Source: an optimization exercise on an open RTL-to-GDS flow (aim: small area, a short achievable clock period and few clock cycles). Production flows keep margins and buffers that such runs may drop.
Function was checked by simulation only, so behaviour that the tests miss may differ from the original.
No activity file was given, so power comes from the tool's default toggle rates.

// tetris_board_renderer
module tetris_board_renderer
(
    input  logic       CLOCK_50,
    input  logic       reset,
    input  logic [9:0] i_x,
    input  logic [8:0] i_y,
    output logic [7:0] o_r,
    output logic [7:0] o_g,
    output logic [7:0] o_b,
    input  logic       bus_wr_valid,
    output logic       bus_wr_ready,
    input  logic [3:0] bus_wr_col,
    input  logic [4:0] bus_wr_row,
    input  logic [2:0] bus_wr_color,
    input  logic       bus_clr_req,
    input  logic       bus_shift_req,
    input  logic [4:0] bus_shift_row,
    output logic       bus_busy,
    output logic       bus_op_done
);
    localparam int H = tetris_pkg::BOARD_H;
    localparam int W = tetris_pkg::BOARD_W;
    logic w_clr_go, w_shift_go;
    board_bulk_fsm u_bulk_fsm (
        .clk         (CLOCK_50),
        .reset       (reset),
        .i_clr_req   (bus_clr_req),
        .i_shift_req (bus_shift_req),
        .i_shift_row (bus_shift_row),
        .o_busy      (bus_busy),
        .o_op_done   (bus_op_done),
        .o_wr_ready  (bus_wr_ready),
        .o_clr_go    (w_clr_go),
        .o_shift_go  (w_shift_go)
    );
    logic         w_wipe;
    logic [H-1:0] w_sh, w_wdec, w_whit;
    logic [W-1:0] w_chit;
    logic [2:0]   w_color;
    always_comb begin
        w_wipe  = reset || w_clr_go;
        w_color = w_wipe ? 3'd0 : bus_wr_color;
  ...
Size in the first run: roughly 68 I/O pins, about 35000 um2 of cells after synthesis.
clock: 5.5 ns
lec_check: 0
abc_area: 0
cap_margin: 20
core_margin: 2
core_utilization: 60
cts_cluster_diameter: 80
cts_cluster_size: 24
place_density: 0.7
setup_slack_margin: 3.2
slew_margin: 20
standard.sh (not shown) runs the stock make flow with config.mk's settings and CLKGATE_MAP_FILE= SYNTH_SCRIPT=/design/flow/synth_recipe.tcl, a recipe that flattens the netlist after the stock synthesis.
==> flow/flow/run.sh <==
#!/bin/bash
# Layout flow: the standard flow (standard.sh, all steps, unchanged
# synthesis), except that the port buffers are inserted as
# sky130_fd_sc_hd__buf_4. The default pick is a delay cell
# (clkdlybuf4s50_1), which the footprint-matched resizer cannot later swap
# for a real buffer, so it stays on every input and output path.
# Each tool's full output goes to standard.log in the work folder.
set -euo pipefail
bash standard.sh BUFFER_PORTS_ARGS="-buffer_cell sky130_fd_sc_hd__buf_4" finish > standard.log 2>&1
Testbench counts at the start, summed over its fixed seeds: cycles 11,597.
Rerun with:
==> flow/run.sh (new file) <==
#!/bin/bash
# synth_recipe.tcl (not shown) runs the flow's synth.tcl, then flattens the netlist and writes it again
# the make line also repeats each setting of config.mk as NAME=value (left out here)
make -C /OpenROAD-flow-scripts/flow DESIGN_CONFIG=/design/flow/config.mk WORK_HOME=/design/flow/orfs CLKGATE_MAP_FILE= SYNTH_SCRIPT=/design/flow/synth_recipe.tcl finish
--- a/flow/config.mk
+++ b/flow/config.mk
@@ -7,10 +7,10 @@
 export LEC_CHECK = 0
-export ABC_AREA = 0
+export ABC_AREA = 1
 export CAP_MARGIN = 20
 export CORE_MARGIN = 2
-export CORE_UTILIZATION = 60
+export CORE_UTILIZATION = 55
 export CTS_CLUSTER_DIAMETER = 80
 export CTS_CLUSTER_SIZE = 24
-export PLACE_DENSITY = 0.7
-export SETUP_SLACK_MARGIN = 3.2
+export PLACE_DENSITY = 0.65
+export SETUP_SLACK_MARGIN = 3.0
 export SLEW_MARGIN = 20
removed: flow/flow/run.sh
removed: flow/standard.sh
The changed run passed the timing, design-rule and antenna checks.
Synthesized area drops by 2.4%.
Power drops by 2.3%.
Count of clock-buffer cells in the layout drops by 5.
Rerun with:
--- a/flow/config.mk
+++ b/flow/config.mk
@@ -10,6 +10,4 @@
 export CORE_MARGIN = 2
-export CORE_UTILIZATION = 55
-export CTS_CLUSTER_DIAMETER = 80
-export CTS_CLUSTER_SIZE = 24
-export PLACE_DENSITY = 0.65
+export CORE_UTILIZATION = 65
+export PLACE_DENSITY = 0.72
 export SETUP_SLACK_MARGIN = 3.0
=> Worst setup slack is better by 29 ps. Die area falls by about a fifth. Synthesized cell count is unchanged. Fmax rises slightly. Via count rises by a few percent. Worst hold slack is better by 17 ps.

## port drivers added, routing unchanged
How much do the figures lean on ideal ports? The routed layouts below were timed once more, with nothing changed but the port constraints. Step 1 assumes that a clkbuf_16 drives the clock port and a buf_2 every other input. Step 2 adds t to the input delays and takes it off the output delays; t is the mean of the earliest and latest rising clock arrival at the registers after step 1. Input paths then give back, and output paths get back, about the clock's delay inside the block. Three values: ideal ports, drivers, drivers and shift; two values: the first two.
run	t (ns)	setup WS [ns]	worst data-port slew with drivers (ns)	cell pins on the clock port's net
the first run	0.672	2.558 / 2.558 / 2.479	0.06	1
the second run	0.687	2.965 / 2.965 / 2.408	0.05	1
the third run	0.683	2.994 / 3.004 / 2.336	0.04	1
After both steps setup and hold are still met in every run listed. The setup slack of the third run, which loses most, moves by +0.010 ns with the drivers and by -0.658 ns with both steps.
